This design comes from an exercise in tuning for small area on the open sky130 flow, not from production work.
At most, simulation tests tie the RTL to the original design; equivalence was not proved.
Function not checked in runs 2 and 3: the RTL went through the layout flow alone.
Power figures rest on the tool's default switching activity, not on a simulated workload.

==> flow/design.v <==
package term_pkg;
   typedef logic [15:0] term_addr_t;
   typedef logic [31:0] reg_addr_t;
   typedef logic [15:0] reg_data_t;
   typedef logic [31:0] mem_word_t;
   typedef logic [29:0] mem_addr_t;
   typedef logic [5:0]  burst_len_t;
   typedef enum logic [2:0] {
      mem_write = 3'd0,
      mem_read  = 3'd1
   } mem_instr_t;
   localparam term_addr_t TERM_DRAM      = 16'h0010;
   localparam term_addr_t TERM_DRAM_CTRL = 16'h0011;
   localparam term_addr_t TERM_DUMMY     = 16'h0012;
   localparam reg_data_t DUMMY_VALUE = 16'h9988;
   localparam reg_addr_t CTRL_REG_STATUS    = 32'd0;
   localparam reg_addr_t CTRL_REG_SCRATCH   = 32'd1;
   localparam reg_addr_t CTRL_REG_CMD_COUNT = 32'd2;
endpackage
`timescale 1ns/1ns
module term_router (
   input  term_pkg::term_addr_t term_addr,
   input  logic                 read_mode,
   input  logic                 read_req,
   input  logic                 read,
   input  logic                 write_mode,
   input  logic                 write,
   input  term_pkg::reg_data_t  dram_datao,
   input  term_pkg::reg_data_t  ctrl_datao,
   input  logic                 dram_read_rdy,
   input  logic                 dram_write_rdy,
   output logic                 dram_read_mode,
   output logic                 dram_read_req,
   output logic                 dram_read,
   output logic                 dram_write_mode,
   output logic                 dram_write,
   output logic                 ctrl_write,
   output term_pkg::reg_data_t  reg_datao,
   output logic                 read_rdy,
   output logic                 write_rdy,
   output term_pkg::reg_data_t  transfer_status
);
   logic sel_dram;
   logic sel_ctrl;
   assign sel_dram = (term_addr == term_pkg::TERM_DRAM);
   assign sel_ctrl = (term_addr == term_pkg::TERM_DRAM_CTRL);
   assign dram_read_mode  = sel_dram & read_mode;
   assign dram_read_req   = sel_dram & read_req;
   assign dram_read       = sel_dram & read;
   assign dram_write_mode = sel_dram & write_mode;
   assign dram_write      = sel_dram & write;
   assign ctrl_write      = sel_ctrl & write_mode & write;
   assign transfer_status = '0;
   always_comb begin
      reg_datao = '0;
      read_rdy  = 1'b1;
      write_rdy = 1'b1;
      case (term_addr)
         term_pkg::TERM_DRAM: begin
            reg_datao = dram_datao;
            read_rdy  = dram_read_rdy;
            write_rdy = dram_write_rdy;
         end
         term_pkg::TERM_DRAM_CTRL: reg_datao = ctrl_datao;
         term_pkg::TERM_DUMMY:     reg_datao = term_pkg::DUMMY_VALUE;
         default:        reg_datao = '0;
      endcase
   end
endmodule
`timescale 1ns/1ns
module dram_bridge #(
   parameter int WORD_AW = 6
) (
   input  logic                 ifclk,
   input  logic                 rst,
   input  logic                 read_mode,
   input  logic                 read_req,
   input  logic                 read,
   input  logic                 write_mode,
   input  logic                 write,
   input  term_pkg::reg_addr_t  reg_addr,
   input  term_pkg::reg_data_t  reg_datai,
   input  logic                 cmd_full,
   input  logic                 rd_empty,
   input  term_pkg::mem_word_t  rd_word,
   input  logic                 calib_done,
   output term_pkg::reg_data_t  reg_datao,
   output logic                 read_rdy,
   output logic                 write_rdy,
   output logic                 cmd_en,
   output logic                 cmd_rd,
   output logic                 wr_en,
   output logic                 rd_en,
   output logic                 wq_load,
   output logic [WORD_AW-1:0]   wq_addr,
   output term_pkg::mem_word_t  wq_data,
   output logic                 cap_win,
   output logic [WORD_AW-1:0]   cap_addr
);
   typedef enum logic [2:0] {
      st_idle,
      st_wr_low,
      st_wr_issue,
      st_rd_issue,
      st_rd_wait,
      st_rd_high
   } state_t;
   state_t    state;
   state_t    state_cur;
   logic      write_mode_q;
   logic      read_mode_q;
   logic      wr_start;
   logic      rd_start;
   logic      resume;
   logic      high_req;
   logic      addr_step;
   logic      rdy_set;
   logic      rdy_q;
   logic      half_q;
   logic [WORD_AW-1:0] addr_q;
   logic [WORD_AW-1:0] addr_base;
   term_pkg::reg_data_t wr_lo;
   assign wr_start = write_mode & ~write_mode_q;
   assign rd_start = read_mode & ~read_mode_q;
   assign resume   = reg_addr[1] &
                     ((wr_start & (state == st_wr_low)) | (rd_start & (state == st_rd_high)));
   always_comb begin
      state_cur = state;
      if ((wr_start || rd_start) && !resume &&
          (state == st_wr_low || state == st_rd_high))
         state_cur = st_idle;
   end
   assign high_req  = (state_cur == st_rd_high) & read_mode & read_req;
   assign addr_step = (state_cur == st_wr_issue) | high_req;
   assign addr_base = (wr_start || rd_start) ? reg_addr[WORD_AW+1:2] : addr_q;
   assign rdy_set   = rd_en | high_req;
   assign cmd_en    = (state == st_wr_issue) | ((state == st_rd_issue) & ~cmd_full);
   assign cmd_rd    = (state == st_rd_issue);
   assign wr_en     = (state == st_wr_issue);
   assign rd_en     = (state == st_rd_wait) & ~rd_empty;
   assign wq_load   = (state_cur == st_wr_low) & write;
   assign wq_addr   = addr_base;
   assign wq_data   = {reg_datai, wr_lo};
   assign cap_win   = ((state_cur == st_idle) & read_mode & read_req) |
                      (state == st_rd_issue) | (state == st_rd_wait);
   assign cap_addr  = addr_base;
   assign write_rdy = calib_done & ~cmd_full & ((state == st_idle) | (state == st_wr_low));
   assign read_rdy  = rdy_q;
   assign reg_datao = half_q ? rd_word[31:16] : rd_word[15:0];
   always_ff @(posedge ifclk) begin
      if (rst) begin
         state        <= st_idle;
         write_mode_q <= 1'b0;
         read_mode_q  <= 1'b0;
         rdy_q        <= 1'b0;
      end else begin
         write_mode_q <= write_mode;
         read_mode_q  <= read_mode;
         if (!read_mode)
            rdy_q <= 1'b0;
         else if (rdy_set)
            rdy_q <= 1'b1;
         else if (read)
            rdy_q <= 1'b0;
         state <= state_cur;
         case (state_cur)
            st_idle: begin
               if (write)
                  state <= st_wr_low;
               else if (read_mode && read_req)
                  state <= st_rd_issue;
            end
            st_wr_low: begin
               if (write)
                  state <= st_wr_issue;
            end
            st_wr_issue: state <= st_idle;
            st_rd_issue: begin
               if (!cmd_full)
                  state <= st_rd_wait;
            end
            st_rd_wait: begin
               if (!rd_empty)
                  state <= st_rd_high;
            end
            st_rd_high: begin
               if (high_req)
                  state <= st_idle;
            end
            default: state <= st_idle;
         endcase
      end
   end
   always_ff @(posedge ifclk) begin
      addr_q <= addr_base + WORD_AW'(addr_step);
      if (state_cur == st_idle && write)
         wr_lo <= reg_datai;
      if (rdy_set)
         half_q <= high_req;
   end
endmodule
`timescale 1ns/1ns
module dram_ctrl_term (
   input  logic                ifclk,
   input  logic                rst,
   input  logic                write,
   input  term_pkg::reg_addr_t reg_addr,
   input  term_pkg::reg_data_t reg_datai,
   input  logic                calib_done,
   input  logic                cmd_en,
   output term_pkg::reg_data_t reg_datao
);
   term_pkg::reg_data_t scratch;
   term_pkg::reg_data_t cmd_count;
   always_ff @(posedge ifclk) begin
      if (rst) begin
         scratch   <= '0;
         cmd_count <= '0;
      end else begin
         if (write && reg_addr == term_pkg::CTRL_REG_SCRATCH)
            scratch <= reg_datai;
         if (write && reg_addr == term_pkg::CTRL_REG_CMD_COUNT)
            cmd_count <= '0;
         else if (cmd_en)
            cmd_count <= cmd_count + 1'b1;
      end
   end
   always_comb begin
      case (reg_addr)
         term_pkg::CTRL_REG_STATUS:    reg_datao = {15'd0, calib_done};
         term_pkg::CTRL_REG_SCRATCH:   reg_datao = scratch;
         term_pkg::CTRL_REG_CMD_COUNT: reg_datao = cmd_count;
         default:            reg_datao = '0;
      endcase
   end
endmodule
`timescale 1ns/1ns
module mem_port_model #(
   parameter int MEM_WORDS    = 64,
   parameter int CALIB_CYCLES = 16,
   parameter int RING         = 4
) (
   input  logic                 ifclk,
   input  logic                 rst,
   input  logic                 cmd_en,
   input  logic                 cmd_rd,
   input  logic                 wr_en,
   input  logic                 rd_en,
   input  logic                 wq_load,
   input  logic [$clog2(MEM_WORDS)-1:0] wq_addr,
   input  term_pkg::mem_word_t  wq_data,
   input  logic                 cap_win,
   input  logic [$clog2(MEM_WORDS)-1:0] cap_addr,
   output logic                 cmd_full,
   output term_pkg::mem_word_t  rd_word,
   output logic                 rd_empty,
   output logic                 calib_done
);
   localparam int WORD_AW = $clog2(MEM_WORDS);
   localparam int RING_W  = $clog2(RING);
   localparam int RINGS   = MEM_WORDS / RING;
   localparam int CAL_W   = $clog2(CALIB_CYCLES + 1);
   logic [CAL_W-1:0]   calib_cnt;
   logic               cmd_valid;
   logic               cmd_rd_q;
   logic               rd_pend;
   logic [RING_W-1:0]  phase;
   term_pkg::mem_word_t wq_word;
   logic [WORD_AW-1:0] wq_waddr;
   logic               wq_valid;
   logic               wq_cancel;
   logic               wq_fire;
   logic               cap;
   term_pkg::mem_word_t ring_in [RINGS];
   term_pkg::mem_word_t ring_out [RINGS];
   logic               cap_fwd;
   always_ff @(posedge ifclk) begin
      if (rst) begin
         calib_cnt  <= '0;
         calib_done <= 1'b0;
      end else if (!calib_done) begin
         if (calib_cnt == CAL_W'(CALIB_CYCLES - 1))
            calib_done <= 1'b1;
         calib_cnt <= calib_cnt + 1'b1;
      end
   end
   always_ff @(posedge ifclk) begin
      if (rst)
         cmd_valid <= 1'b0;
      else
         cmd_valid <= cmd_en;
      if (cmd_en)
         cmd_rd_q <= cmd_rd;
   end
   always_ff @(posedge ifclk) begin
      if (rst)
         rd_pend <= 1'b0;
      else if (cmd_valid && cmd_rd_q)
         rd_pend <= 1'b1;
      else if (rd_en)
         rd_pend <= 1'b0;
   end
   assign cmd_full = ~calib_done | cmd_valid;
   assign rd_empty = ~rd_pend;
   always_ff @(posedge ifclk)
      phase <= phase + 1'b1;
   assign wq_cancel = rst & wr_en;
   assign wq_fire   = wq_valid & ~wq_cancel &
                      (RING_W'(wq_waddr[RING_W-1:0] + phase + 1'b1) == '0);
   always_ff @(posedge ifclk) begin
      if (wq_load) begin
         wq_word  <= wq_data;
         wq_waddr <= wq_addr;
         wq_valid <= 1'b1;
      end else if (wq_fire || wq_cancel) begin
         wq_valid <= 1'b0;
      end
   end
   for (genvar g = 0; g < RINGS; g++) begin : ring
      term_pkg::mem_word_t slot [RING];
      assign ring_in[g] = (wq_fire && wq_waddr[WORD_AW-1:RING_W] == (WORD_AW-RING_W)'(g)) ?
                          wq_word : slot[RING-1];
      assign ring_out[g] = slot[RING-1];
      always_ff @(posedge ifclk) begin
         slot[0] <= ring_in[g];
         for (int k = 1; k < RING; k++)
            slot[k] <= slot[k-1];
      end
   end
   assign cap = cap_win & (RING_W'(cap_addr[RING_W-1:0] + phase + 1'b1) == '0);
   assign cap_fwd = wq_valid & (wq_waddr == cap_addr);
   always_ff @(posedge ifclk) begin
      if (cap)
         rd_word <= cap_fwd ? wq_word : ring_out[cap_addr[WORD_AW-1:RING_W]];
   end
endmodule
`timescale 1ns/1ns
module host_terminal_top #(
   parameter int MEM_WORDS    = 64,
   parameter int CALIB_CYCLES = 16,
   parameter int RING         = 4
) (
   input  logic                 ifclk,
   input  logic                 rst,
   input  term_pkg::term_addr_t term_addr,
   input  term_pkg::reg_addr_t  reg_addr,
   input  logic [31:0]          len,
   input  logic                 read_mode,
   input  logic                 read_req,
   input  logic                 read,
   input  logic                 write_mode,
   input  logic                 write,
   input  term_pkg::reg_data_t  reg_datai,
   output term_pkg::reg_data_t  reg_datao,
   output logic                 read_rdy,
   output logic                 write_rdy,
   output term_pkg::reg_data_t  transfer_status
);
   localparam int WORD_AW = $clog2(MEM_WORDS);
   logic       dram_read_mode;
   logic       dram_read_req;
   logic       dram_read;
   logic       dram_write_mode;
   logic       dram_write;
   logic       ctrl_write;
   term_pkg::reg_data_t  dram_datao;
   term_pkg::reg_data_t  ctrl_datao;
   logic       dram_read_rdy;
   logic       dram_write_rdy;
   logic       cmd_en;
   logic       cmd_rd;
   logic       wr_en;
   logic       rd_en;
   logic       wq_load;
   logic [WORD_AW-1:0]   wq_addr;
   term_pkg::mem_word_t  wq_data;
   logic       cap_win;
   logic [WORD_AW-1:0]   cap_addr;
   logic       cmd_full;
   term_pkg::mem_word_t  rd_word;
   logic       rd_empty;
   logic       calib_done;
   term_router term_router_i (
      .term_addr       (term_addr),
      .read_mode       (read_mode),
      .read_req        (read_req),
      .read            (read),
      .write_mode      (write_mode),
      .write           (write),
      .dram_datao      (dram_datao),
      .ctrl_datao      (ctrl_datao),
      .dram_read_rdy   (dram_read_rdy),
      .dram_write_rdy  (dram_write_rdy),
      .dram_read_mode  (dram_read_mode),
      .dram_read_req   (dram_read_req),
      .dram_read       (dram_read),
      .dram_write_mode (dram_write_mode),
      .dram_write      (dram_write),
      .ctrl_write      (ctrl_write),
      .reg_datao       (reg_datao),
      .read_rdy        (read_rdy),
      .write_rdy       (write_rdy),
      .transfer_status (transfer_status)
   );
   dram_bridge #(
      .WORD_AW (WORD_AW)
   ) dram_bridge_i (
      .ifclk         (ifclk),
      .rst           (rst),
      .read_mode     (dram_read_mode),
      .read_req      (dram_read_req),
      .read          (dram_read),
      .write_mode    (dram_write_mode),
      .write         (dram_write),
      .reg_addr      (reg_addr),
      .reg_datai     (reg_datai),
      .cmd_full      (cmd_full),
      .rd_empty      (rd_empty),
      .rd_word       (rd_word),
      .calib_done    (calib_done),
      .reg_datao     (dram_datao),
      .read_rdy      (dram_read_rdy),
      .write_rdy     (dram_write_rdy),
      .cmd_en        (cmd_en),
      .cmd_rd        (cmd_rd),
      .wr_en         (wr_en),
      .rd_en         (rd_en),
      .wq_load       (wq_load),
      .wq_addr       (wq_addr),
      .wq_data       (wq_data),
      .cap_win       (cap_win),
      .cap_addr      (cap_addr)
   );
   dram_ctrl_term dram_ctrl_term_i (
      .ifclk      (ifclk),
      .rst        (rst),
      .write      (ctrl_write),
      .reg_addr   (reg_addr),
      .reg_datai  (reg_datai),
      .calib_done (calib_done),
      .cmd_en     (cmd_en),
      .reg_datao  (ctrl_datao)
   );
   mem_port_model #(
      .MEM_WORDS    (MEM_WORDS),
      .CALIB_CYCLES (CALIB_CYCLES),
      .RING         (RING)
   ) mem_port_model_i (
      .ifclk         (ifclk),
      .rst           (rst),
      .cmd_en        (cmd_en),
      .cmd_rd        (cmd_rd),
      .wr_en         (wr_en),
      .rd_en         (rd_en),
      .wq_load       (wq_load),
      .wq_addr       (wq_addr),
      .wq_data       (wq_data),
      .cap_win       (cap_win),
      .cap_addr      (cap_addr),
      .cmd_full      (cmd_full),
      .rd_word       (rd_word),
      .rd_empty      (rd_empty),
      .calib_done    (calib_done)
   );
endmodule
==> flow/flow/run.sh <==
#!/bin/bash
# Standard layout with a leaner clock tree (no dummy loads, larger sink
# clusters) and single-size port buffers. Synthesis is the standard flow's own.
set -euo pipefail
export BUFFER_PORTS_ARGS="-buffer_cell sky130_fd_sc_hd__buf_1"
export CTS_ARGS="-sink_clustering_enable -repair_clock_nets -dont_use_dummy_load -buf_list {sky130_fd_sc_hd__clkbuf_8} -sink_clustering_size 20 -sink_clustering_max_diameter 45"
bash standard.sh > flow_make.log 2>&1
==> flow/constraint.sdc <==
create_clock -name core_clock -period 8.0 [get_ports {ifclk}]
set_input_delay 1.6000 -clock core_clock [delete_from_list [all_inputs] [get_ports {ifclk}]]
set_output_delay 1.6000 -clock core_clock [all_outputs]
set_load 0.01 [all_outputs]
==> flow/config.mk <==
export PLATFORM = sky130hd
export DESIGN_NAME = host_terminal_top
export DESIGN_NICKNAME = host_terminal_top
export VERILOG_FILES = /design/flow/design.v
export SDC_FILE = /design/flow/constraint.sdc
export NUM_CORES = 4
export LEC_CHECK = 0
export ABC_AREA = 1
export CAP_MARGIN = 20
export CORE_MARGIN = 2
export CORE_UTILIZATION = 60
export SLEW_MARGIN = 20
==> flow/standard.sh <==
#!/bin/bash
# synth_recipe.tcl (not shown) runs the flow's synth.tcl, then flattens the netlist and writes it again
# the make line also repeats each setting of config.mk as NAME=value (left out here)
make -C /OpenROAD-flow-scripts/flow DESIGN_CONFIG=/design/flow/config.mk WORK_HOME=/design/flow/orfs CLKGATE_MAP_FILE= SYNTH_SCRIPT=/design/flow/synth_recipe.tcl "${@:-finish}"
==> impl_metrics.py, run 1 <==
metrics = {
    "global_routing": {
        "grt_max_degree": 65,
        "grt_pass1_vias": 30900,
        "antenna_found_initial": 7,
        "groute.usage.overall_pct": 26.5,
        "grt_pass1_wl_mm": 193,
        "gr-total-overflow": 0,
    },
    "hold_path": {
        "min_path_type": "register to register",
        "holdPathStages": 0,
        "holdPathEnd": "mem_port_model_i.ring[3].slot[3][29]",
        "worst_hold_startpoint": "mem_port_model_i.ring[3].slot[2][29]",
    },
    "logic_synthesis": {
        "synthArstFlopShare_pct": 0,
        "syn_area_per_cell_um2": 11.2,
        "yosys_warnings": 22,
        "synth-simple-area-share_pct": 13.5,
        "synth_xor_area_share_pct": 0.183,
        "syn_inst": 5111,
        "synth_top_family_by_area": "simple AND/OR/NAND/NOR gates",
        "syn_area_um2": 57500,
        "synthAdderAreaFrac_pct": 0.109,
        "synth_compound_area_share_pct": 5.48,
        "yosysUniqueCellTypes": 38,
        "ys_seq_area_share_pct": 77.8,
        "synth.mux.area_fraction_pct": 0.174,
        "ys_ff_latch": 2191,
        "ys.flop_type": "dfxtp_1",
        "synth_edf_count": 88,
    },
    "critical_path": {
        "crit_fanout": 12,
        "r2r-end": "mem_port_model_i.rd_word[0]",
        "critPathArrivalTime_ps": 4090,
        "worstPathRequired_ps": 6400,
        "worstSetupStartpointType": "primary input",
        "path_class": "primary input to output pin",
        "r2r_setup_slack_ps": 3640,
        "timing.rr.start": "dram_bridge_i.read_mode_q",
        "worst-r2r-cell-count": 14,
        "end_kind": "output pin",
    },
    "layout": {
        "drive_above_1_share_pct": 5.10,
        "finalNonFillerCells": 6427,
        "final_cell_mix": "2103 x dfxtp_1, 1276 x nand2_1, 550 x o21ai_0",
        "nNetsFinal": 5270,
        "nFillCells": 7653,
        "final_cell_area_um2": 61000,
        "seq_area_um2": 44700,
        "multi_input_area_um2": 11400,
        "syn_to_final_growth_pct": 6.05,
        "mostFrequentLayoutCell": "dfxtp_1",
    },
    "pwr": {
        "p_int_mw": 12.7,
        "pwr_density_cell_nw_per_um2": 260,
        "p_sw_mw": 3.14,
        "p_clk_share_pct": 30.6,
        "vdd_drop_max_mv": 0.193,
        "seq_power_share_pct": 69.0,
        "p_comb_share_pct": 0.3,
        "switching_share_pct": 19.8,
        "leakagePower_nw": 24.9,
    },
    "drt": {
        "postRouteAntennaNets": 0,
        "drt_iter0_markers": 2627,
        "drt_drc_violations_left": 0,
        "num_vias": 32600,
        "finalWirelength_mm": 129,
        "first_pass_iters": 6,
        "avgRoutedWirePerCell_um": 20.1,
        "routed_via_density": 5.07,
    },
    "sta": {
        "worst_pin_slew_ps": 1130,
        "fin_setup_tns_ps": 0,
        "fin_crit_sh_pct": 71.1,
        "rsz0062_at_grt": "false",
        "fin_crit_ps": 5690,
        "slew_headroom_pct": 24.5,
        "slew_violations": 0,
        "setup_viol": 0,
        "hold_violations": 0,
        "fmax_mhz": 176,
        "skew_ps": 83.0,
    },
    "clocking": {
        "ctsResizeCount": 0,
        "postCtsSetupBuffers": 0,
        "clock_latency_ps": 870,
        "cts-root-buf": "clkbuf_8",
        "clk_pin_slew_ps": 110,
        "cts_sinks": 2191,
        "cts_tree": "built",
        "htreeDepth": 4,
        "cts_made_buffers": 157,
        "clockBufferDepth": 3,
        "ctsHoldBuffers": 0,
    },
    "placed_design": {
        "gp_congestion": 0.831,
        "placed_area_um2": 58800,
        "dp_hpwl_mm": 71.2,
        "port_buffers": 88,
        "dp.cells": 6267,
    },
    "floorplan": {
        "dieArea_um2": 98300,
        "initial_utilization_pct": 60.5,
        "die_h_um": 314,
        "rows": 113,
        "die_w_um": 314,
        "io_pins": 137,
        "design.core.area_um2": 95000,
    },
    "run_status": {
        "status": "complete, no violations",
    },
    "run": {
        "cap_violations": 0,
    },
}
==> critical path, stage by stage <==
cell and delay (ps):
buf_1 100, nor2_1 100, nand2_1 70, nor2_2 260, nand2_1 440, inv_1 700, o211ai_1 400, nand3_1 220
buf_1 170
==> cells in the mapped netlist, types with 23 or more instances <==
cell type  instances  share of area, %
buf_2             64              0.56
buf_4             23              0.30
clkbuf_1         145              0.95
dfxtp_1         2103                73
edfxtp_1          88               4.6
inv_1            112              0.73
nand2_1         1292               8.4
nand3_1          236               2.1
nor2_1           292               1.9
nor3_1            30              0.26
o21ai_0          550               4.8
o21ai_1           36              0.31
==> state kept, by name, summed over array words and instances (netlist names) <==
signal	cells
dram_bridge_i.addr_q	6
dram_bridge_i.half_q	1
dram_bridge_i.rdy_q	1
dram_bridge_i.read_mode_q	1
dram_bridge_i.state	3
dram_bridge_i.wr_lo	16
dram_bridge_i.write_mode_q	1
dram_ctrl_term_i.cmd_count	16
dram_ctrl_term_i.scratch	16
mem_port_model_i.calib_cnt	5
mem_port_model_i.calib_done	1
mem_port_model_i.cmd_rd_q	1
mem_port_model_i.cmd_valid	1
mem_port_model_i.phase	2
mem_port_model_i.rd_pend	1
mem_port_model_i.rd_word	32
mem_port_model_i.ring.slot	2048
mem_port_model_i.wq_valid	1
mem_port_model_i.wq_waddr	6
mem_port_model_i.wq_word	32
==> through the flow <==
| stage | utilization, % | hold slack, ps | total power, mW | setup WS [ps] |
|---|---|---|---|---|
| after floorplan | - | 310 | 11.2 | 3100 |
| after global placement | 61.9 | 310 | 11.3 | 1960 |
| after detailed placement | 61.9 | 312 | 11.3 | 1970 |
| after CTS | 64.1 | 288 | 16.0 | 2120 |
| after global routing | 64.2 | 281 | 16.4 | 2110 |
| final | 64.2 | 283 | 15.9 | 2310 |
==> power groups by stage <==
stage	clock network (mW)	registers, mW	logic (mW)
after global routing	5.38	11.0	0.0549
after floorplan	0	11.2	0.0229
after CTS	4.99	11.0	0.0506
after detailed placement	0	11.2	0.0505
after global placement	0	11.2	0.0498
final	4.87	11.0	0.0510
==> routing by layer <==
layer  share of wire [%]  vias up  track usage (%)  wire length (µm)
li1                    -    16200                -                 -
met1                  49    15500             39.0             63200
met2                  43      765             40.4             55900
met3                 5.2      219             3.98              6760
met4                 2.7        4             8.56              3550
met5               0.015        -                0                19
==> area by class of cell <==
class / count / area share [%]
flip-flops and latches: 2191 / 73.4
repair buffers: 120 / 0.989
well taps: 1265 / 2.60
multi-input cells: 2576 / 18.8
inverters: 116 / 0.716
clock buffers: 157 / 3.54
diodes: 2 / 0.00821
==> worst max-delay path by stage <==
stage                        startpoint                          end  slack (ps)  cells after the start
final                      term_addr[1]                reg_datao[12]        2310                      9
after detailed placement   term_addr[1]  mem_port_model_i.rd_word[0]        1970                     17
after global placement     term_addr[7]  mem_port_model_i.rd_word[0]        1960                     17
after global routing       reg_addr[23]                 reg_datao[9]        2110                     11
after floorplan           term_addr[15]  mem_port_model_i.rd_word[0]        3100                     12
after CTS                  reg_addr[23]                 reg_datao[9]        2120                     11
==> kinds of logic (layout without fill, tap and decap cells) <==
kind of cell,after synthesis,count (layout)
flip-flops,2191,2191
AO/OA/AOI/OAI,621,621
XOR/XNOR,12,12
other,1,18
buffers and inverters,359,393
multiplexers,10,10
adder cells (fa/ha/maj),5,5
AND/OR/NAND/NOR,1912,1912
==> inputs of run 2 (changes only) <==
--- a/flow/design.v
+++ b/flow/design.v
@@ -330,2 +330,22 @@
    assign cap = cap_win & (RING_W'(cap_addr[RING_W-1:0] + phase + 1'b1) == '0);
+   term_pkg::mem_word_t ring_sel;
+   term_pkg::mem_word_t ring_grp [RINGS/4];
+   for (genvar q = 0; q < RINGS/4; q++) begin : rgrp
+      always_comb begin
+         case (cap_addr[RING_W+1:RING_W])
+            2'd0: ring_grp[q] = ring_in[4*q];
+            2'd1: ring_grp[q] = ring_in[4*q+1];
+            2'd2: ring_grp[q] = ring_in[4*q+2];
+            default: ring_grp[q] = ring_in[4*q+3];
+         endcase
+      end
+   end
+   always_comb begin
+      case (cap_addr[RING_W+3:RING_W+2])
+         2'd0: ring_sel = ring_grp[0];
+         2'd1: ring_sel = ring_grp[1];
+         2'd2: ring_sel = ring_grp[2];
+         default: ring_sel = ring_grp[3];
+      endcase
+   end
    assign cap_fwd = wq_valid & (wq_waddr == cap_addr);
@@ -333,3 +353,3 @@
       if (cap)
-         rd_word <= cap_fwd ? wq_word : ring_out[cap_addr[WORD_AW-1:RING_W]];
+         rd_word <= ring_sel;
    end
==> flow/flow/run.sh (replaced) <==
#!/bin/bash
# Standard layout with a leaner clock tree (no dummy loads, larger sink
# clusters) and single-size port buffers. Synthesis is the standard flow's own.
set -euo pipefail
export BUFFER_PORTS_ARGS="-buffer_cell sky130_fd_sc_hd__buf_1"
export CTS_ARGS="-sink_clustering_enable -repair_clock_nets -dont_use_dummy_load -buf_list {sky130_fd_sc_hd__clkbuf_4 sky130_fd_sc_hd__clkbuf_8} -sink_clustering_size 16 -sink_clustering_max_diameter 50"
bash standard.sh > flow_make.log 2>&1
--- a/flow/config.mk
+++ b/flow/config.mk
@@ -7,3 +7,3 @@
 export LEC_CHECK = 0
-export ABC_AREA = 1
+export ABC_AREA = 0
 export CAP_MARGIN = 20
==> impl_metrics.py, run 2 <==
metrics = {
    "global_routing": {
        "antenna_found_initial": 3,
        "grt_pass1_wl_mm": 199,
        "gr-total-overflow": 0,
        "groute.usage.overall_pct": 27.4,
        "grt_pass1_vias": 30400,
        "grt_max_degree": 40,
    },
    "sta": {
        "rsz0062_at_grt": "false",
        "fin_crit_sh_pct": 80.4,
        "setup_viol": 0,
        "slew_violations": 0,
        "fmax_mhz": 155,
        "hold_violations": 0,
        "fin_crit_ps": 6430,
        "whs_ps": 276,
        "skew_ps": 71.8,
        "slew_headroom_pct": 27.2,
        "fin_setup_tns_ps": 0,
        "worst_pin_slew_ps": 1090,
    },
    "clocking": {
        "cts_sinks": 2191,
        "clk_pin_slew_ps": 90,
        "htreeDepth": 4,
        "cts_tree": "built",
        "clockBufferDepth": 3,
        "cts_made_buffers": 162,
        "clock_latency_ps": 860,
        "postCtsSetupBuffers": 0,
        "ctsHoldBuffers": 0,
        "cts-root-buf": "clkbuf_8",
        "ctsResizeCount": 0,
    },
    "logic_synthesis": {
        "synth_edf_count": 88,
        "synth_top_family_by_area": "multiplexers",
        "syn_inst": 4070,
        "synthAdderAreaFrac_pct": 0.107,
        "synth_top_area_share_pct": 71.9,
        "ys.flop_type": "dfxtp_1",
        "synthArstFlopShare_pct": 0,
        "syn_area_um2": 58500,
        "ys_seq_area_share_pct": 76.4,
        "yosys-top-cells-area": "dfxtp_1 72%, mux2_2 7.1%, edfxtp_1 4.5%, mux2i_1 2.6%, a21oi_1 1.1%",
        "synth_xor_area_share_pct": 0.419,
        "synthTopCellsByCount": "2103 x dfxtp_1, 371 x mux2_2, 164 x clkbuf_1, 154 x mux2i_1, 150 x nand2_1",
        "synth-simple-area-share_pct": 3.66,
        "synth.mux.area_fraction_pct": 10.5,
        "ys_ff_latch": 2191,
        "synth_top_cell_by_area": "dfxtp_1",
        "yosysUniqueCellTypes": 66,
        "yosys_warnings": 23,
        "syn_area_per_cell_um2": 14.4,
        "synth_compound_area_share_pct": 6.63,
        "yosysMostFrequentCell": "dfxtp_1",
    },
    "drt": {
        "routed_via_density": 5.48,
        "first_pass_iters": 5,
        "drt_drc_violations_left": 0,
        "num_vias": 29900,
        "avgRoutedWirePerCell_um": 25.0,
        "finalWirelength_mm": 136,
        "postRouteAntennaNets": 0,
        "drt_iter0_markers": 2278,
    },
    "floorplan": {
        "rows": 114,
        "io_pins": 137,
        "die_w_um": 316,
        "initial_utilization_pct": 60.5,
        "die_h_um": 316,
        "design.core.area_um2": 96700,
        "dieArea_um2": 100000,
    },
    "layout": {
        "largest_reg_flops": 2048,
        "syn_to_final_growth_pct": 6.83,
        "seq_area_um2": 44700,
        "finalNonFillerCells": 5455,
        "drive_above_1_share_pct": 16.5,
        "mostFrequentLayoutCell": "dfxtp_1",
        "largest_register": "mem_port_model_i.ring.slot",
        "nFillCells": 7085,
        "top_regs": "mem_port_model_i.ring.slot: 2048 flops, mem_port_model_i.rd_word: 32 flops, mem_port_model_i.wq_word: 32 flops",
        "nNetsFinal": 4281,
        "final_cell_mix": "2103 x dfxtp_1, 371 x mux2_2, 162 x clkbuf_8",
        "multi_input_area_um2": 12800,
    },
    "placed_design": {
        "port_buffers": 88,
        "gp_congestion": 0.804,
        "dp_hpwl_mm": 78.0,
        "dp.cells": 5285,
    },
    "pwr": {
        "vdd_drop_max_mv": 0.202,
        "pwr_density_cell_nw_per_um2": 255,
        "leakagePower_nw": 25.7,
    },
    "critical_path": {
        "crit_fanout": 16,
        "critPathArrivalTime_ps": 4830,
        "worstSetupStartpointType": "primary input",
        "worstPathRequired_ps": 6400,
        "path_class": "primary input to output pin",
        "end_kind": "output pin",
    },
    "run_status": {
        "status": "complete, no violations",
    },
    "hold_path": {
        "min_path_type": "register to register",
    },
    "run": {
        "cap_violations": 0,
    },
}
==> run 2: cell count changes in the layout (fill, tap and decap cells not counted), sizes merged, moves of 66 or more <==
cell / previous run / this run
nand2: 1307 / 150
o21ai: 587 / 84
mux2: 0 / 399
nand3: 241 / 14
nor2: 306 / 81
mux2i: 10 / 155
a21oi: 11 / 126
nand2b: 0 / 66
==> run 2: power by group <==
part / total, mW / leakage (nW) / switching [mW] / internal [mW]
Clock: 4.94 / 1.16 / 3.13 / 1.82
Combinational: 0.0502 / 6.67 / 0.0366 / 0.0136
Sequential: 11.0 / 17.8 / 0.00115 / 11.0
Total: 16.0 / 25.7 / 3.17 / 12.8
==> run 2: path summary, 6_finish.rpt <==
kind	startpoint	slack, ps	cells past startpoint	to
hold reg to reg	mem_port_model_i.ring[2].slot[2][3]	280	0	mem_port_model_i.ring[2].slot[3][3]
setup / recovery	reg_addr[6]	1570	8	reg_datao[6]
hold / removal	mem_port_model_i.ring[2].slot[2][3]	280	0	mem_port_model_i.ring[2].slot[3][3]
setup reg to reg	dram_bridge_i.state[2]	3770	10	mem_port_model_i.rd_word[1]
==> run 2: metal layers <==
layer / global-route usage (%) / wire length (µm) / vias to the layer above
met5: 0 / 9 / -
met4: 8.54 / 3770 / 2
met3: 4.66 / 7660 / 246
met2: 42.2 / 60000 / 862
met1: 39.8 / 64800 / 14900
li1: - / - / 13900
==> run 2: area by class of cell <==
| type | instances | share of cell area, % |
|---|---|---|
| Tap cell | 1276 | 2.55 |
| Antenna cell | 8 | 0.0320 |
| Timing Repair Buffer | 149 | 1.31 |
| Multi-Input combinational cell | 1577 | 20.5 |
| Sequential cell | 2191 | 71.5 |
| Inverter | 92 | 0.554 |
| Clock buffer | 162 | 3.56 |
==> run 2: metrics by stage <==
stage          util, %  cell area (µm²)  power [mW]  worst slack (ps)
2_1_floorplan        -            58600        11.2              1930
3_3_place_gp      62.3            60300        11.3              1710
3_5_place_dp      62.3            60300        11.3              1670
4_1_cts           64.7            62500        16.1              1670
5_1_grt           64.7            62500        16.5              1550
6_report          64.7            62500        16.0              1570
==> run 2: cells by family (layout without fill, tap and decap cells) <==
family / Yosys count / count (layout)
compound gates: 545 / 545
xor+xnor: 28 / 28
fa+ha+maj: 5 / 5
buf+inv: 317 / 403
flops: 2191 / 2191
mux: 554 / 554
other cells: 1 / 24
simple gates: 429 / 429
==> run 2: critical path, cell delays in order <==
cell	delay (ps)
buf_1	170
nor2_1	430
nand4_1	510
nor2_1	310
and3_1	830
a22oi_1	210
o22ai_1	530
buf_1	210
==> inputs of run 3 (changes only) <==
--- a/flow/design.v
+++ b/flow/design.v
@@ -335,6 +335,6 @@
          case (cap_addr[RING_W+1:RING_W])
-            2'd0: ring_grp[q] = ring_in[4*q];
-            2'd1: ring_grp[q] = ring_in[4*q+1];
-            2'd2: ring_grp[q] = ring_in[4*q+2];
-            default: ring_grp[q] = ring_in[4*q+3];
+            2'd0: ring_grp[q] = ring_out[4*q];
+            2'd1: ring_grp[q] = ring_out[4*q+1];
+            2'd2: ring_grp[q] = ring_out[4*q+2];
+            default: ring_grp[q] = ring_out[4*q+3];
          endcase
@@ -353,3 +353,3 @@
       if (cap)
-         rd_word <= ring_sel;
+         rd_word <= cap_fwd ? wq_word : ring_sel;
    end
==> impl_metrics.py, run 3 <==
metrics = {
    "run_status": {
        "status": "complete, no violations",
    },
    "floorplan": {
        "design.core.area_um2": 95300,
        "die_w_um": 315,
        "dieArea_um2": 99000,
        "rows": 113,
        "io_pins": 137,
        "initial_utilization_pct": 60.7,
        "die_h_um": 315,
    },
    "clocking": {
        "cts_sinks": 2191,
        "ctsResizeCount": 0,
        "clk_pin_slew_ps": 90,
        "cts-root-buf": "clkbuf_8",
        "ctsHoldBuffers": 0,
        "cts_made_buffers": 165,
        "htreeDepth": 4,
        "clockBufferDepth": 3,
        "clock_latency_ps": 890,
        "postCtsSetupBuffers": 0,
        "cts_tree": "built",
    },
    "drt": {
        "drt_iter0_markers": 2011,
        "num_vias": 29300,
        "avgRoutedWirePerCell_um": 25.8,
        "first_pass_iters": 6,
        "routed_via_density": 5.60,
        "postRouteAntennaNets": 0,
        "finalWirelength_mm": 135,
        "drt_drc_violations_left": 0,
    },
    "layout": {
        "nFillCells": 6945,
        "final_cell_area_um2": 61800,
        "final_cell_mix": "2103 x dfxtp_1, 512 x mux2_2, 165 x clkbuf_8",
        "mostFrequentLayoutCell": "dfxtp_1",
        "largest_register": "mem_port_model_i.ring.slot",
        "largest_reg_flops": 2048,
        "nNetsFinal": 4061,
        "syn_to_final_growth_pct": 6.72,
        "finalNonFillerCells": 5220,
        "top_regs": "mem_port_model_i.ring.slot: 2048 flops, mem_port_model_i.rd_word: 32 flops, mem_port_model_i.wq_word: 32 flops",
        "utilization_pct": 64.8,
        "drive_above_1_share_pct": 20.4,
    },
    "sta": {
        "skew_ps": 77.9,
        "rsz0062_at_grt": "false",
        "slew_violations": 0,
        "fin_crit_sh_pct": 73.5,
        "fin_crit_ps": 5880,
        "worst_pin_slew_ps": 1060,
        "fmax_mhz": 170,
        "slew_headroom_pct": 27.0,
        "fin_setup_tns_ps": 0,
        "setup_viol": 0,
        "hold_violations": 0,
    },
    "logic_synthesis": {
        "syn_area_um2": 57900,
        "synth_top_cell_by_area": "dfxtp_1",
        "ys_seq_area_share_pct": 77.3,
        "yosys_warnings": 23,
        "synth_edf_count": 88,
        "synth_top_area_share_pct": 72.7,
        "ys_ff_latch": 2191,
        "yosysUniqueCellTypes": 70,
        "synthTopCellsByCount": "2103 x dfxtp_1, 512 x mux2_2, 163 x nand2_1, 133 x o221ai_1, 112 x clkbuf_1",
        "ys.flop_type": "dfxtp_1",
        "synthArstFlopShare_pct": 0,
        "yosys-top-cells-area": "dfxtp_1 73%, mux2_2 10%, edfxtp_1 4.6%, o221ai_1 2.0%, mux2i_1 1.2%",
        "syn_area_per_cell_um2": 15.0,
        "yosysMostFrequentCell": "dfxtp_1",
        "syn_inst": 3851,
    },
    "placed_design": {
        "dp_hpwl_mm": 71.9,
        "dp.cells": 5051,
        "gp_congestion": 0.816,
        "port_buffers": 88,
        "placed_area_um2": 59500,
    },
    "critical_path": {
        "critPathArrivalTime_ps": 4280,
        "worst-r2r-cell-count": 9,
        "worstPathRequired_ps": 6400,
        "worstSetupStartpointType": "primary input",
        "path_class": "primary input to output pin",
        "crit_fanout": 16,
        "end_kind": "output pin",
        "crit_chain": "buf_1 -> nor4_1 -> nand4_1 -> nor2_1 -> nand4_1 -> o22ai_1 -> buf_1",
        "critPathMaxStageDelay_ps": 600,
        "cp_slowest_cell": "nand4_1",
    },
    "hold_path": {
        "holdPathStages": 0,
        "min_path_type": "register to register",
    },
    "pwr": {
        "p_total_mw": 16.0,
        "leakagePower_nw": 24.2,
        "pwr_density_cell_nw_per_um2": 260,
        "vdd_drop_max_mv": 0.171,
    },
    "global_routing": {
        "groute.usage.overall_pct": 27.3,
        "gr-total-overflow": 0,
        "grt_pass1_vias": 30200,
        "grt_max_degree": 126,
        "antenna_found_initial": 2,
        "grt_pass1_wl_mm": 199,
    },
    "run": {
        "cap_violations": 0,
    },
}
-- run 3: path summary, 6_finish.rpt --
check        slack [ps]                                  from                              endpoint
max reg2reg        4300            dram_bridge_i.write_mode_q          mem_port_model_i.rd_word[10]
max                2120                           reg_addr[4]                          reg_datao[5]
min                 270  mem_port_model_i.ring[7].slot[0][17]  mem_port_model_i.ring[7].slot[1][17]
min reg2reg         270  mem_port_model_i.ring[7].slot[0][17]  mem_port_model_i.ring[7].slot[1][17]
-- run 3: power breakdown --
group	switching [mW]	internal, mW
Combinational	0.0382	0.0132
Clock	3.17	1.85
Sequential	0.00131	11.0
-- run 3: stage by stage --
step	hold slack, ps	worst slack [ps]
3_3_place_gp	310	2210
6_report	265	2120
3_5_place_dp	312	2170
4_1_cts	267	2150
5_1_grt	266	2020
2_1_floorplan	310	664
-- run 3: worst max-delay path: cells and delay by family --
kind / cells / cell delay, ps
compound gates: 1 / 460
simple gates: 4 / 1750
buf+inv: 2 / 460
-- run 3: cells by family (layout without fill, tap and decap cells) --
group	after synthesis	count (layout)	share of synthesized area [%]
AND/OR/NAND/NOR	382	382	2.95
multiplexers	580	580	11.1
flip-flops	2191	2191	77.3
buffers and inverters	229	314	1.85
adder cells (fa/ha/maj)	5	5	0.108
other	1	20	0.00648
AO/OA/AOI/OAI	433	433	6.19
XOR/XNOR	30	30	0.454
-- run 3: per-layer routing --
layer / track usage, % / part of all wire, %
met1: 37.7 / 45
met2: 44.4 / 47
met3: 4.21 / 5.3
met4: 9.09 / 2.9
met5: 0 / 0
-- run 3: final cells by class --
cell class                 instances  area, µm²  area share, %
clock buffer                     165       2270           3.68
multi-input combinational       1446      12400           20.0
sequential                      2191      44700           72.4
inverter                          15       56.3         0.0912
tap                             1265       1580           2.56
antenna                            4       10.0         0.0162
timing repair buffer             134        749           1.21
==> inputs of run 4 (changes only) <==
--- a/flow/design.v
+++ b/flow/design.v
@@ -330,22 +330,2 @@
    assign cap = cap_win & (RING_W'(cap_addr[RING_W-1:0] + phase + 1'b1) == '0);
-   term_pkg::mem_word_t ring_sel;
-   term_pkg::mem_word_t ring_grp [RINGS/4];
-   for (genvar q = 0; q < RINGS/4; q++) begin : rgrp
-      always_comb begin
-         case (cap_addr[RING_W+1:RING_W])
-            2'd0: ring_grp[q] = ring_out[4*q];
-            2'd1: ring_grp[q] = ring_out[4*q+1];
-            2'd2: ring_grp[q] = ring_out[4*q+2];
-            default: ring_grp[q] = ring_out[4*q+3];
-         endcase
-      end
-   end
-   always_comb begin
-      case (cap_addr[RING_W+3:RING_W+2])
-         2'd0: ring_sel = ring_grp[0];
-         2'd1: ring_sel = ring_grp[1];
-         2'd2: ring_sel = ring_grp[2];
-         default: ring_sel = ring_grp[3];
-      endcase
-   end
    assign cap_fwd = wq_valid & (wq_waddr == cap_addr);
@@ -353,3 +333,3 @@
       if (cap)
-         rd_word <= cap_fwd ? wq_word : ring_sel;
+         rd_word <= cap_fwd ? wq_word : ring_out[cap_addr[WORD_AW-1:RING_W]];
    end
==> flow/flow/run.sh (replaced) <==
#!/bin/bash
# The standard layout with three changes:
#  - synthesis is the standard flow's own script, but Yosys's abc maps the logic with an
#    area-oriented ABC script (flow/abc_area.script); the registers are
#    mapped before abc and are the standard synthesis's;
#  - a leaner clock tree (no dummy loads, clusters of up to 16 sinks);
#  - single-size port buffers.
set -euo pipefail
here=$(pwd)
export MY_ABC_SCRIPT="$here/flow/abc_area.script"
export BUFFER_PORTS_ARGS="-buffer_cell sky130_fd_sc_hd__buf_1"
export CTS_ARGS="-sink_clustering_enable -repair_clock_nets -dont_use_dummy_load -buf_list {sky130_fd_sc_hd__clkbuf_4 sky130_fd_sc_hd__clkbuf_8} -sink_clustering_size 16 -sink_clustering_max_diameter 50"
sed "s#SYNTH_SCRIPT=[^ ]*#SYNTH_SCRIPT=$here/flow/synth.tcl#" standard.sh > own_standard.sh
bash own_standard.sh > flow_make.log 2>&1
==> flow/flow/abc_area.script (new file) <==
strash
dch
map -a
topo
stime -c
==> flow/flow/synth.tcl (new file) <==
proc synth {args} { yosys synth -nofsm -noshare {*}$args }
proc abc {args} {
  if { [info exists ::env(MY_ABC_SCRIPT)] } {
    set i [lsearch -exact $args -script]
    if { $i >= 0 } {
      set args [lreplace $args [expr {$i + 1}] [expr {$i + 1}] $::env(MY_ABC_SCRIPT)]
    }
  }
  yosys abc {*}$args
}
source $::env(SCRIPTS_DIR)/synth.tcl
# left out here: clear keep_hierarchy, flatten, clean up, hide names made inside functions, write 1_2_yosys.v
--- a/flow/config.mk
+++ b/flow/config.mk
@@ -7,3 +7,3 @@
 export LEC_CHECK = 0
-export ABC_AREA = 0
+export ABC_AREA = 1
 export CAP_MARGIN = 20
==> impl_metrics.py, run 4 <==
metrics = {
    "layout": {
        "drive_above_1_share_pct": 5.86,
        "largest_reg_flops": 2048,
        "nNetsFinal": 4529,
        "nFillCells": 6967,
        "final_cell_mix": "2103 x dfxtp_1, 588 x nand2_1, 585 x o21ai_0",
        "mostFrequentLayoutCell": "dfxtp_1",
        "largest_register": "mem_port_model_i.ring.slot",
        "finalNonFillerCells": 5601,
        "syn_to_final_growth_pct": 8.52,
        "top_regs": "mem_port_model_i.ring.slot: 2048 flops, mem_port_model_i.rd_word: 32 flops, mem_port_model_i.wq_word: 32 flops",
    },
    "drt": {
        "drt_iter0_markers": 2538,
        "drt_drc_violations_left": 0,
        "finalWirelength_mm": 124,
        "postRouteAntennaNets": 0,
        "first_pass_iters": 5,
        "avgRoutedWirePerCell_um": 22.2,
        "num_vias": 30100,
        "routed_via_density": 5.38,
    },
    "sta": {
        "hold_violations": 0,
        "fmax_mhz": 155,
        "fin_setup_tns_ps": 0,
        "fin_crit_sh_pct": 80.4,
        "slew_headroom_pct": 25.7,
        "fin_crit_ps": 6430,
        "rsz0062_at_grt": "false",
        "skew_ps": 63.7,
        "worst_pin_slew_ps": 1110,
        "setup_viol": 0,
        "slew_violations": 0,
    },
    "logic_synthesis": {
        "syn_inst": 4125,
        "ys_ff_latch": 2191,
        "yosys_warnings": 22,
        "syn_area_um2": 54500,
        "synth_top_area_share_pct": 77.3,
        "synth_edf_count": 88,
        "yosys-top-cells-area": "dfxtp_1 77%, o21ai_0 5.4%, edfxtp_1 4.9%, nand2_1 4.2%, a22oi_1 2.8%",
        "ys.flop_type": "dfxtp_1",
        "synthArstFlopShare_pct": 0,
        "yosysMostFrequentCell": "dfxtp_1",
        "ys_seq_area_share_pct": 82.1,
        "yosysUniqueCellTypes": 35,
        "synthTopCellsByCount": "2103 x dfxtp_1, 605 x nand2_1, 585 x o21ai_0, 200 x a22oi_1, 110 x clkinv_1",
        "syn_area_per_cell_um2": 13.2,
        "synth_top_cell_by_area": "dfxtp_1",
    },
    "placed_design": {
        "gp_congestion": 0.835,
        "dp.cells": 5435,
        "dp_hpwl_mm": 68.0,
        "port_buffers": 88,
    },
    "run": {
        "cap_violations": 0,
    },
    "global_routing": {
        "antenna_found_initial": 6,
        "grt_max_degree": 65,
        "grt_pass1_wl_mm": 182,
        "grt_pass1_vias": 28500,
        "gr-total-overflow": 0,
        "groute.usage.overall_pct": 26.6,
    },
    "critical_path": {
        "end_kind": "output pin",
        "path_class": "primary input to output pin",
        "critPathArrivalTime_ps": 4830,
        "cp_slowest_cell": "nor4_1",
        "crit_chain": "buf_1 -> or4_2 -> nor4_1 -> nand3_1 -> clkinv_1 -> a22oi_1 -> o21ai_0 -> buf_1",
        "worstSetupStartpointType": "primary input",
        "cpMostUsedCell": "buf_1",
        "worst-r2r-cell-count": 11,
        "worstPathRequired_ps": 6400,
        "crit_fanout": 16,
        "critPathMaxStageDelay_ps": 770,
    },
    "floorplan": {
        "design.core.area_um2": 90000,
        "io_pins": 137,
        "dieArea_um2": 93200,
        "initial_utilization_pct": 60.5,
        "rows": 110,
        "die_h_um": 305,
        "die_w_um": 305,
    },
    "clocking": {
        "cts_tree": "built",
        "clock_latency_ps": 860,
        "ctsResizeCount": 0,
        "clk_pin_slew_ps": 90,
        "clockBufferDepth": 3,
        "cts-root-buf": "clkbuf_8",
        "htreeDepth": 4,
        "cts_made_buffers": 159,
        "ctsHoldBuffers": 0,
        "postCtsSetupBuffers": 0,
        "cts_sinks": 2191,
    },
    "hold_path": {
        "holdPathStages": 0,
        "min_path_type": "register to register",
    },
    "run_status": {
        "status": "complete, no violations",
    },
    "pwr": {
        "leakagePower_nw": 22.0,
        "vdd_drop_max_mv": 0.191,
        "pwr_density_cell_nw_per_um2": 269,
    },
}
run 4: cell types whose count changed after synthesis, sizes merged, moves of 86 or more:
| cell | before | now |
|---|---|---|
| buf | 102 | 16 |
| o221ai | 133 | 3 |
| nand2 | 164 | 605 |
| clkinv | 0 | 110 |
| a22oi | 16 | 200 |
| o21ai | 43 | 585 |
| mux2 | 513 | 4 |
| clkbuf | 112 | 0 |
run 4: stage by stage:
stage	hold slack, ps	area, µm²	total power [mW]	setup slack (ps)	util (%)
final	297	59100	15.9	1570	65.7
after global routing	293	59100	16.4	1510	65.7
after CTS	298	59100	16.0	1660	65.6
after detailed placement	312	56900	11.3	1010	63.2
after global placement	310	56900	11.3	1230	63.2
after floorplan	310	54500	11.2	939	-
run 4: power breakdown:
group / internal, mW / leakage (nW) / switching [mW] / total (mW)
Clock: 1.78 / 1.14 / 3.09 / 4.87
Combinational: 0.0127 / 3.06 / 0.0347 / 0.0474
Sequential: 11.0 / 17.8 / 0.00156 / 11.0
run 4: cells by family after synthesis:
family,synth area share (%)
multiplexers,0.285
AND/OR/NAND/NOR,6.57
other,0.00688
AO/OA/AOI/OAI,9.77
buffers and inverters,0.979
XOR/XNOR,0.129
flip-flops,82.1
adder cells (fa/ha/maj),0.115
run 4: routing by layer:
metal	global-route usage, %	wire length [µm]	vias to the layer above
met2	41.7	55300	870
met1	37.5	57900	14500
met5	0	26	-
met4	9.57	4030	4
met3	4.63	7070	260
li1	-	-	14500
run 4: path summary, 6_finish.rpt:
path / start / end / slack [ps]
worst max register to register: dram_bridge_i.write_mode_q / mem_port_model_i.rd_word[9] / 3640
worst min-delay path: mem_port_model_i.ring[12].slot[2][19] / mem_port_model_i.ring[12].slot[3][19] / 300
worst max-delay path: reg_addr[6] / reg_datao[8] / 1570
worst min register to register: mem_port_model_i.ring[12].slot[2][19] / mem_port_model_i.ring[12].slot[3][19] / 300
run 4: critical path, delay by kind of cell:
kind,cells,cell delay (ps)
AOI/OAI and AO/OA,2,820
buffers and inverters,3,720
and+or+nand+nor,3,1690
run 4: cell type report:
type                       instances  area [µm²]  area share [%]
sequential                      2191       44700            75.7
multi-input combinational       1823        9540            16.1
clock buffer                     159        2190            3.70
tap                             1176        1470            2.49
timing repair buffer             136         741            1.25
inverter                         110         413           0.699
antenna                            6        15.0          0.0254
==> inputs of run 5 (changes only) <==
--- a/flow/design.v
+++ b/flow/design.v
@@ -274,4 +274,2 @@
    term_pkg::mem_word_t ring_in [RINGS];
-   term_pkg::mem_word_t ring_out [RINGS];
-   logic               cap_fwd;
    always_ff @(posedge ifclk) begin
@@ -322,3 +320,2 @@
                           wq_word : slot[RING-1];
-      assign ring_out[g] = slot[RING-1];
       always_ff @(posedge ifclk) begin
@@ -330,6 +327,5 @@
    assign cap = cap_win & (RING_W'(cap_addr[RING_W-1:0] + phase + 1'b1) == '0);
-   assign cap_fwd = wq_valid & (wq_waddr == cap_addr);
    always_ff @(posedge ifclk) begin
       if (cap)
-         rd_word <= cap_fwd ? wq_word : ring_out[cap_addr[WORD_AW-1:RING_W]];
+         rd_word <= ring_in[cap_addr[WORD_AW-1:RING_W]];
    end
==> flow/flow/abc_area.script (replaced) <==
strash
dch -f
amap -m
topo
stime -c
==> impl_metrics.py, run 5 <==
metrics = {
    "critical_path": {
        "worst-r2r-cell-count": 12,
        "r2r_setup_slack_ps": 3200,
        "critPathMaxStageDelay_ps": 770,
        "path_class": "primary input to output pin",
        "critPathArrivalTime_ps": 4880,
        "worstSetupStartpointType": "primary input",
        "cp_slowest_cell": "or4_1",
        "worstPathRequired_ps": 6400,
        "crit_family": "simple AND/OR/NAND/NOR gates",
        "crit_chain": "buf_1 -> or4_1 -> or2_0 -> or3_1 -> nor3_2 -> buf_4 -> o31ai_2 -> buf_4 -> o22ai_1 -> buf_1",
        "critPathBufInv": 4,
        "crit_fanout": 16,
        "worst-path-stages": 10,
        "timing.rr.start": "mem_port_model_i.phase[1]",
        "end_kind": "output pin",
        "r2r-end": "mem_port_model_i.rd_word[5]",
    },
    "logic_synthesis": {
        "yosysMostFrequentCell": "dfxtp_1",
        "synth-simple-area-share_pct": 2.57,
        "synthArstFlopShare_pct": 0,
        "synthAdderAreaFrac_pct": 0.116,
        "syn_area_per_cell_um2": 13.7,
        "ys_ff_latch": 2191,
        "synth.mux.area_fraction_pct": 0,
        "syn_area_um2": 54100,
        "yosys_warnings": 21,
        "synth_edf_count": 88,
        "synth_top_area_share_pct": 77.8,
        "yosys-top-cells-area": "dfxtp_1 78%, o22ai_1 8.8%, edfxtp_1 4.9%, clkinv_1 4.0%, nor4_1 0.88%",
        "syn_inst": 3941,
        "ys_seq_area_share_pct": 82.6,
        "synth_xor_area_share_pct": 0.0485,
        "synth_top_family_by_area": "compound AO/OA/AOI/OAI gates",
        "synth_top_cell_by_area": "dfxtp_1",
        "ys.flop_type": "dfxtp_1",
        "synth_compound_area_share_pct": 10.5,
        "synthTopCellsByCount": "2103 x dfxtp_1, 758 x o22ai_1, 571 x clkinv_1, 113 x nor2_1, 88 x edfxtp_1",
        "yosysUniqueCellTypes": 39,
    },
    "clocking": {
        "postCtsSetupBuffers": 0,
        "cts_tree": "built",
        "clockBufferDepth": 3,
        "cts-root-buf": "clkbuf_8",
        "htreeDepth": 4,
        "ctsResizeCount": 0,
        "clock_latency_ps": 870,
        "clk_pin_slew_ps": 90,
        "cts_made_buffers": 161,
        "ctsHoldBuffers": 0,
        "cts_sinks": 2191,
    },
    "floorplan": {
        "dieArea_um2": 92700,
        "rows": 110,
        "design.core.area_um2": 89700,
        "die_w_um": 304,
        "die_h_um": 304,
        "initial_utilization_pct": 60.3,
        "io_pins": 137,
    },
    "placed_design": {
        "gp_congestion": 0.829,
        "port_buffers": 88,
        "dp_hpwl_mm": 71.5,
    },
    "global_routing": {
        "grt_max_degree": 40,
        "grtUsageMet1_pct": 39.9,
        "use_met2_pct": 37.9,
        "grt_pass1_vias": 28800,
        "groute.usage.overall_pct": 26.3,
        "use_met3_pct": 4.88,
        "grt_pass1_wl_mm": 181,
        "busiest_layer": "met1",
        "gr-total-overflow": 0,
        "antenna_found_initial": 2,
    },
    "pwr": {
        "vdd_drop_max_mv": 0.174,
        "pwr_density_cell_nw_per_um2": 269,
        "leakagePower_nw": 22.1,
        "p_total_mw": 15.9,
    },
    "sta": {
        "fin_crit_ps": 6480,
        "fin_setup_tns_ps": 0,
        "slew_violations": 0,
        "skew_ps": 70.8,
        "slew_headroom_pct": 25.9,
        "hold_violations": 0,
        "fmax_mhz": 154,
        "fin_crit_sh_pct": 81.0,
        "worst_pin_slew_ps": 1100,
        "rsz0062_at_grt": "false",
        "setup_viol": 0,
    },
    "layout": {
        "final_cell_mix": "2103 x dfxtp_1, 758 x o22ai_1, 571 x clkinv_1",
        "top_regs": "mem_port_model_i.ring.slot: 2048 flops, mem_port_model_i.rd_word: 32 flops, mem_port_model_i.wq_word: 32 flops",
        "largest_reg_flops": 2048,
        "largest_register": "mem_port_model_i.ring.slot",
        "mostFrequentLayoutCell": "dfxtp_1",
        "nNetsFinal": 4385,
        "drive_above_1_share_pct": 6.50,
        "syn_to_final_growth_pct": 9.09,
    },
    "drt": {
        "first_pass_iters": 6,
        "routed_via_density": 5.50,
        "num_vias": 30000,
        "drt_iter0_markers": 2279,
        "avgRoutedWirePerCell_um": 22.5,
        "drt_drc_violations_left": 0,
        "finalWirelength_mm": 123,
        "postRouteAntennaNets": 0,
    },
    "run_status": {
        "status": "complete, no violations",
    },
    "hold_path": {
        "holdPathStages": 0,
        "worst_hold_startpoint": "mem_port_model_i.ring[6].slot[2][19]",
        "min_path_type": "register to register",
        "holdPathEnd": "mem_port_model_i.ring[6].slot[3][19]",
    },
    "run": {
        "cap_violations": 0,
    },
}
-- run 5: changes by cell type in the layout (fill, tap and decap cells not counted), moves of 60 or more --
cell / before / now
a22oi_1: 200 / 29
nor4_1: 14 / 74
o21ai_0: 585 / 4
nand2_1: 588 / 13
clkinv_1: 110 / 571
o22ai_1: 43 / 758
-- run 5: cell families after synthesis --
| family | after synthesis |
|---|---|
| adder cells (fa/ha/maj) | 5 |
| AO/OA/AOI/OAI | 875 |
| other | 1 |
| XOR/XNOR | 3 |
| AND/OR/NAND/NOR | 279 |
| buffers and inverters | 587 |
| flip-flops | 2191 |
-- run 5: power by group --
part | internal [mW] | switching (mW) | total [mW]
Clock | 1.80 | 3.10 | 4.90
Combinational | 0.0116 | 0.0280 | 0.0396
Sequential | 11.0 | 0.00100 | 11.0
Total | 12.8 | 3.12 | 15.9
-- run 5: final cells by class --
type / instances / area [µm²]
multi-input combinational: 1178 / 7390
tap: 1176 / 1470
clock buffer: 161 / 2220
fill: 6768 / 30700
inverter: 571 / 2140
antenna: 3 / 7.51
timing repair buffer: 174 / 1100
sequential: 2191 / 44700
-- run 5: per-layer routing --
| layer | up-vias | part of all wire, % |
|---|---|---|
| met5 | - | 0.0073 |
| met4 | 2 | 3.1 |
| met3 | 288 | 6.0 |
| met2 | 921 | 41 |
| met1 | 14600 | 50 |
| li1 | 14100 | - |
-- run 5: worst max-delay path by stage --
| stage | from | to | slack, ps |
|---|---|---|---|
| after detailed placement | reg_addr[5] | reg_datao[9] | 1590 |
| after global routing | reg_addr[5] | reg_datao[8] | 1450 |
| after global placement | reg_addr[5] | reg_datao[2] | 1600 |
| after floorplan | term_addr[5] | mem_port_model_i.wq_waddr[0] | 40 |
| after CTS | reg_addr[5] | reg_datao[9] | 1590 |
| final | reg_addr[5] | reg_datao[2] | 1520 |
-- run 5: stage by stage --
stage	cells	hold slack [ps]	cell area [µm²]	util, %	worst slack [ps]
2_1_floorplan	3956	310	54200	-	39.0
3_3_place_gp	5289	310	56800	63.3	1600
3_5_place_dp	5289	312	56800	63.3	1590
4_1_cts	5450	281	59000	65.8	1590
5_1_grt	5452	289	59100	65.8	1450
6_report	5454	282	59100	65.8	1520
-- run 5: worst register-to-register path, delay by kind of cell (launching register included) --
family | cells | cell delay [ps]
AOI/OAI and AO/OA | 5 | 860
buffers and inverters | 3 | 1030
DFF | 1 | 370
and+or+nand+nor | 4 | 2270
==> inputs of run 6 (changes only) <==
==> flow/flow/abc_area.script (replaced) <==
strash
dch
map -a
topo
stime -c
==> impl_metrics.py, run 6 <==
metrics = {
    "run_status": {
        "status": "complete, no violations",
    },
    "drt": {
        "drt_drc_violations_left": 0,
        "num_vias": 29700,
        "drt_iter0_markers": 2399,
        "routed_via_density": 5.27,
        "first_pass_iters": 8,
        "avgRoutedWirePerCell_um": 20.9,
        "finalWirelength_mm": 118,
        "postRouteAntennaNets": 0,
    },
    "logic_synthesis": {
        "synthArstFlopShare_pct": 0,
        "synth_compound_area_share_pct": 8.86,
        "yosysUniqueCellTypes": 32,
        "synth_edf_count": 88,
        "yosys_warnings": 21,
        "synth.mux.area_fraction_pct": 0.147,
        "synth_top_area_share_pct": 77.4,
        "synth-simple-area-share_pct": 7.23,
        "synth_xor_area_share_pct": 0.177,
        "ys.flop_type": "dfxtp_1",
        "synthAdderAreaFrac_pct": 0.115,
        "syn_inst": 4155,
        "yosysMostFrequentCell": "dfxtp_1",
        "synth_top_family_by_area": "compound AO/OA/AOI/OAI gates",
        "syn_area_um2": 54400,
        "ys_seq_area_share_pct": 82.3,
        "ys_ff_latch": 2191,
        "syn_area_per_cell_um2": 13.1,
        "yosys-top-cells-area": "dfxtp_1 77%, edfxtp_1 4.9%, o21ai_0 4.2%, nand2_1 3.9%, a22oi_1 2.7%",
        "synth_top_cell_by_area": "dfxtp_1",
        "synthTopCellsByCount": "2103 x dfxtp_1, 568 x nand2_1, 459 x o21ai_0, 239 x nor2_1, 193 x a22oi_1",
    },
    "layout": {
        "nFillCells": 6948,
        "syn_to_final_growth_pct": 8.66,
        "largest_reg_flops": 2048,
        "drive_above_1_share_pct": 5.70,
        "mostFrequentLayoutCell": "dfxtp_1",
        "largest_register": "mem_port_model_i.ring.slot",
        "utilization_pct": 65.7,
        "nNetsFinal": 4566,
        "final_cell_mix": "2103 x dfxtp_1, 565 x nand2_1, 459 x o21ai_0",
        "final_cell_area_um2": 59100,
        "top_regs": "mem_port_model_i.ring.slot: 2048 flops, mem_port_model_i.rd_word: 32 flops, mem_port_model_i.wq_word: 32 flops",
    },
    "clocking": {
        "clk_pin_slew_ps": 100,
        "cts_sinks": 2191,
        "ctsHoldBuffers": 0,
        "clock_latency_ps": 840,
        "cts_tree": "built",
        "cts-root-buf": "clkbuf_8",
        "ctsResizeCount": 0,
        "clockBufferDepth": 3,
        "cts_made_buffers": 162,
        "htreeDepth": 4,
        "postCtsSetupBuffers": 0,
    },
    "run": {
        "cap_violations": 0,
    },
    "sta": {
        "hold_violations": 0,
        "rsz0062_at_grt": "false",
        "fmax_mhz": 162,
        "slew_headroom_pct": 31.1,
        "worst_pin_slew_ps": 1020,
        "setup_viol": 0,
        "fin_crit_sh_pct": 77.1,
        "whs_ps": 288,
        "fin_setup_tns_ps": 0,
        "fin_crit_ps": 6170,
        "slew_violations": 0,
        "skew_ps": 71.8,
    },
    "global_routing": {
        "antenna_found_initial": 4,
        "use_met3_pct": 3.68,
        "gr-total-overflow": 0,
        "busiest_layer": "met2",
        "groute.usage.overall_pct": 25.4,
        "grt_pass1_wl_mm": 175,
        "grt_max_degree": 65,
        "use_met2_pct": 38.4,
        "grt_pass1_vias": 28400,
        "grtUsageMet1_pct": 37.7,
    },
    "placed_design": {
        "port_buffers": 88,
        "placed_area_um2": 56800,
        "gp_congestion": 0.832,
        "dp_hpwl_mm": 68.1,
    },
    "critical_path": {
        "critPathMaxStageDelay_ps": 830,
        "path_class": "primary input to output pin",
        "critPathArrivalTime_ps": 4570,
        "worstPathRequired_ps": 6400,
        "crit_fanout": 17,
        "worstSetupStartpointType": "primary input",
        "end_kind": "output pin",
        "cp_slowest_cell": "o311ai_0",
        "crit_chain": "buf_1 -> or4_2 -> nor2_1 -> clkinv_1 -> nor2_1 -> clkinv_1 -> buf_4 -> o311ai_0 -> buf_1",
    },
    "hold_path": {
        "min_path_type": "register to register",
    },
    "floorplan": {
        "die_h_um": 305,
        "rows": 110,
        "design.core.area_um2": 89900,
        "initial_utilization_pct": 60.5,
        "die_w_um": 305,
        "io_pins": 137,
        "dieArea_um2": 93000,
    },
    "pwr": {
        "leakagePower_nw": 22.0,
        "vdd_drop_max_mv": 0.183,
        "p_total_mw": 16.1,
        "pwr_density_cell_nw_per_um2": 272,
    },
}
## run 6: changes by cell type in the layout (fill, tap and decap cells not counted), sizes merged, moves of 96 or more
cell and change:
a21oi +96, a22oi +164, clkinv -436, nand2 +555, nor2 +126, o21ai +455
o22ai -743
## run 6: per-layer routing
metal,share of wire [%],vias to the layer above,wire (µm)
li1,-,14500,-
met1,49,14100,57000
met2,43,862,50900
met3,5.4,231,6350
met4,2.8,0,3260
met5,0,-,0
## run 6: path summary, 6_finish.rpt
path                            cells past startpoint                                    end  slack, ps                                   from
worst max-delay path                                9                          reg_datao[12]       1830                          term_addr[13]
worst min-delay path                                0  mem_port_model_i.ring[14].slot[3][19]        290  mem_port_model_i.ring[14].slot[2][19]
worst max register to register                     11           mem_port_model_i.rd_word[20]       4140             dram_bridge_i.write_mode_q
worst min register to register                      0  mem_port_model_i.ring[14].slot[3][19]        290  mem_port_model_i.ring[14].slot[2][19]
## run 6: stage by stage
stage / setup slack (ps) / std cells
after CTS: 1800 / 5631
after floorplan: 397 / 4170
after global routing: 1650 / 5634
after detailed placement: 1400 / 5469
final: 1830 / 5635
after global placement: 1480 / 5469
## run 6: worst max-delay path: cells and delay by family
family,cells,cell delay [ps]
AND/OR/NAND/NOR,3,1160
buffers and inverters,5,970
AO/OA/AOI/OAI,1,830
## run 6: kinds of logic after synthesis
family | after synthesis
adders and majority gates | 5
buffers and inverters | 151
and+or+nand+nor | 961
other | 1
muxes | 8
xor gates and xnor gates | 11
DFF | 2191
AOI/OAI and AO/OA | 827
## run 6: where the power goes
part | internal (mW) | leakage, nW | switching, mW | total (mW)
Combinational | 0.0306 | 3.06 | 0.165 | 0.195
Clock | 1.82 | 1.16 | 3.08 | 4.90
Sequential | 11.0 | 17.8 | 0.00203 | 11.0
Total | 12.8 | 22.0 | 3.25 | 16.1
## run 6: final cells by class
type                            count  area [µm²]  share of cell area [%]
Tap cell                         1176        1470                    2.49
Multi-Input combinational cell   1828        9330                    15.8
Antenna cell                        3        7.51                  0.0127
Timing Repair Buffer              140         783                    1.33
Clock buffer                      162        2230                    3.77
Sequential cell                  2191       44700                    75.7
Inverter                          135         507                   0.858

## what the ideal ports hide
The flow's constraints put no driver on any port. The routed layouts listed below were extracted and timed again, unchanged, in two steps. Step 1 sets driving cells, clkbuf_16 on the clock port and buf_2 on the other inputs (assumed; they add their load-dependent delay and slew). Step 2, shift: input delay + t, output delay - t, t = (earliest + latest rising clock arrival at the registers) / 2. This alone moves slack from input paths to output paths. Three values: ideal, step 1, step 2; two values: the first two.
run | t, ns | setup slack, ns | latest minus earliest clock arrival (ns) | worst data-port slew with drivers (ns) | pins driven straight from the clock port
run 1 | 0.889 | 2.314 / 2.289 / 1.911 | 0.084 / 0.084 | 0.15 | 1
run 2 | 0.898 | 1.567 / 1.517 / 1.517 | 0.072 / 0.072 | 0.17 | 1
run 3 | 0.909 | 2.122 / 2.097 / 2.097 | 0.083 / 0.083 | 0.10 | 1
run 4 | 0.892 | 1.568 / 1.544 / 0.961 | 0.065 / 0.064 | 0.11 | 1
run 5 | 0.905 | 1.518 / 1.494 / 1.494 | 0.074 / 0.074 | 0.05 | 1
run 6 | 0.879 | 1.830 / 1.809 / 1.337 | 0.072 / 0.072 | 0.15 | 1
After both steps every run listed still meets setup and hold. The setup slack of run 4, which loses most, moves by -0.024 ns with the drivers and by -0.607 ns with both steps.
